What follows belongs to an exercise in optimizing a design on an open flow for small area, a short achievable clock period and few clock cycles; a production flow would make more cautious choices.
Power is estimated from default activity; no workload was simulated.

Design requant_argmax_pipe, start of the top module:
module requant_argmax_pipe #(
  parameter int ACC_W       = 25,
  parameter int OUT_W       = 8,
  parameter int MULT_W      = 16,
  parameter int SHIFT_W     = 5,
  parameter int NUM_CLASSES = 10,
  parameter int IDX_W       = $clog2(NUM_CLASSES)
) (
  input  logic                     clk,
  input  logic                     rst_n,
  input  logic                     cfg_load,
  input  logic signed [ACC_W-1:0]  cfg_bias,
  input  logic        [MULT_W-1:0] cfg_mult,
  input  logic       [SHIFT_W-1:0] cfg_shift,
  input  logic                     cfg_round,
  input  logic signed [OUT_W-1:0]  cfg_offset,
  input  logic signed [OUT_W-1:0]  cfg_min,
  input  logic signed [OUT_W-1:0]  cfg_max,
  output logic                     busy,
  input  logic                     in_valid,
  output logic                     in_ready,
  input  logic signed [ACC_W-1:0]  in_data,
  input  logic                     in_last,
  output logic                     out_valid,
  input  logic                     out_ready,
  output logic signed [OUT_W-1:0]  out_data,
  output logic                     out_last,
  output logic                     argmax_valid,
  ...
Settings: LEC_CHECK=0, CAP_MARGIN=20, CORE_MARGIN=2, CORE_UTILIZATION=40, CTS_CLUSTER_DIAMETER=80, CTS_CLUSTER_SIZE=25, SLEW_MARGIN=20; clock period 12.0 ns.
standard.sh (not shown) runs the stock make flow with config.mk's settings and CLKGATE_MAP_FILE= SYNTH_SCRIPT=/design/flow/synth_recipe.tcl, a recipe that flattens the netlist after the stock synthesis.
==> flow/flow/run.sh <==
#!/bin/bash
# The standard ORFS layout (standard.sh), with two changes to how it is
# made: repair_timing aims for 8.5 ns of setup slack at the design's clock
# period, and the port buffers are buf_2.
set -euo pipefail
bash standard.sh SETUP_SLACK_MARGIN=8.5 "BUFFER_PORTS_ARGS=-buffer_cell sky130_fd_sc_hd__buf_2" finish > standard_flow.log 2>&1
==> next run, changes <==
--- a/flow/design.v
+++ b/flow/design.v
@@ -1170,36 +1170,37 @@
   assign mul_w391 = mul_y8[25] ^ 1'b1;
   assign mul_w392 = mul_y8[25] & 1'b1;
   assign pa = {mul_w391, mul_w389, mul_w387, mul_w385, mul_w383, mul_w381, mul_w379, mul_w377, mul_w375, mul_w373, mul_w371, mul_w369, mul_w367, mul_w365, mul_w363, mul_w361, mul_w359, mul_w357, mul_w355, mul_w353, mul_w351, mul_w349, mul_w347, mul_w345, mul_w343, mul_w341, mul_w339, mul_w337, mul_w335, mul_w333, mul_w331, mul_w329, mul_w327, mul_w325, mul_w323, mul_w321, mul_w319, mul_w317, mul_w315, mul_w313, mul_y0[1], mul_y0[0]};
   assign pb = {mul_w390, mul_w388, mul_w386, mul_w384, mul_w382, mul_w380, mul_w378, mul_w376, mul_w374, mul_w372, mul_w370, mul_w368, mul_w366, mul_w364, mul_w362, mul_w360, mul_w358, mul_w356, mul_w354, mul_w352, mul_w350, mul_w348, mul_w346, mul_w344, mul_w342, mul_w340, mul_w338, mul_w336, mul_w334, mul_w332, mul_w330, mul_w328, mul_w326, mul_w324, mul_w322, mul_w320, mul_w318, mul_w316, mul_w314, mul_neg1, 1'b0, mul_neg0};
   logic signed [41:0] p;
   logic        [41:0] x0;
   logic        [25:0] x1;
   logic        [17:0] x2;
   logic        [13:0] x3;
   logic        [11:0] x4;
   logic        [10:0] x5;
-  logic        [31:0] dif, msk;
-  logic               sg, fits_d;
+  logic               sg, o1, o2, o3, o4, fits_d;
   assign p = pa_q + pb_q;
   always_comb begin
     sg     = p[41];
     x0     = {p[40:0], 1'b0};
     x1     = shift_q[4] ? x0[41:16] : x0[25:0];
+    o1     = !shift_q[4] && (|(x0[41:26] ^ {16{sg}}));
     x2     = shift_q[3] ? x1[25:8] : x1[17:0];
+    o2     = o1 || (!shift_q[3] && (|(x1[25:18] ^ {8{sg}})));
     x3     = shift_q[2] ? x2[17:4] : x2[13:0];
+    o3     = o2 || (!shift_q[2] && (|(x2[17:14] ^ {4{sg}})));
     x4     = shift_q[1] ? x3[13:2] : x3[11:0];
+    o4     = o3 || (!shift_q[1] && (|(x3[13:12] ^ {2{sg}})));
     x5     = shift_q[0] ? x4[11:1] : x4[10:0];
-    dif    = p[40:9] ^ {32{sg}};
-    for (int j = 0; j < 32; j++) msk[j] = (5'(j) >= shift_q);
-    fits_d = ~|(dif & msk);
+    fits_d = !(o4 || (!shift_q[0] && (x4[11] ^ sg)) || (x5[10] ^ sg));
   end
   logic signed [11:0] kx, hi_d, lo_d, hi_q, lo_q;
   logic               mm_q;
   logic        [8:0]  t9;
   logic               gt, lt, selmax, selmin;
   logic signed [7:0]  res;
   always_comb begin
     kx     = $signed({{3{offset_q[7]}}, offset_q, rc_q});
     hi_d   = $signed({{3{max_q[7]}}, max_q, 1'b0}) + 12'sd2 - kx;
     lo_d   = $signed({{3{min_q[7]}}, min_q, 1'b0}) - kx;
     t9     = u_q[8:0] + {offset_q, rc_q};
Fmax is lower by roughly a tenth.
Clock power went down by roughly a tenth.
Wire length goes down by a little under a tenth.
Via count shrinks by a few percent.
Power falls by roughly a tenth.
Utilization falls by 0.91 points.
Global-route usage decreases by 1.9 points.
Setup slack degrades by 0.39 ns.
Function was not checked in any run of this note: the RTL went through the layout flow alone.

afterwards: timing with drivers on the ports:
No port has a modelled driver above. Below, the same layouts with a new extraction and two added sets of constraints. Step 1 assumes that a clkbuf_16 drives the clock port and a buf_2 every other input. Step 2 times the ports against the registers' clock, not the clock port: input delays grow and output delays shrink by t, the midpoint of the rising clock arrivals with the driver on. Three values: no drivers, after step 1, after step 2; two values: the first two.
run | t, ns | setup slack, ns | pins driven straight from the clock port
the first run | 0.641 | 8.356 / 8.295 / 7.822 | 1
the second run | 0.618 | 7.968 / 7.968 / 7.800 | 1
After both steps every run listed still meets setup and hold. The setup slack of the first run, which loses most, moves by -0.061 ns with the drivers and by -0.534 ns with both steps.
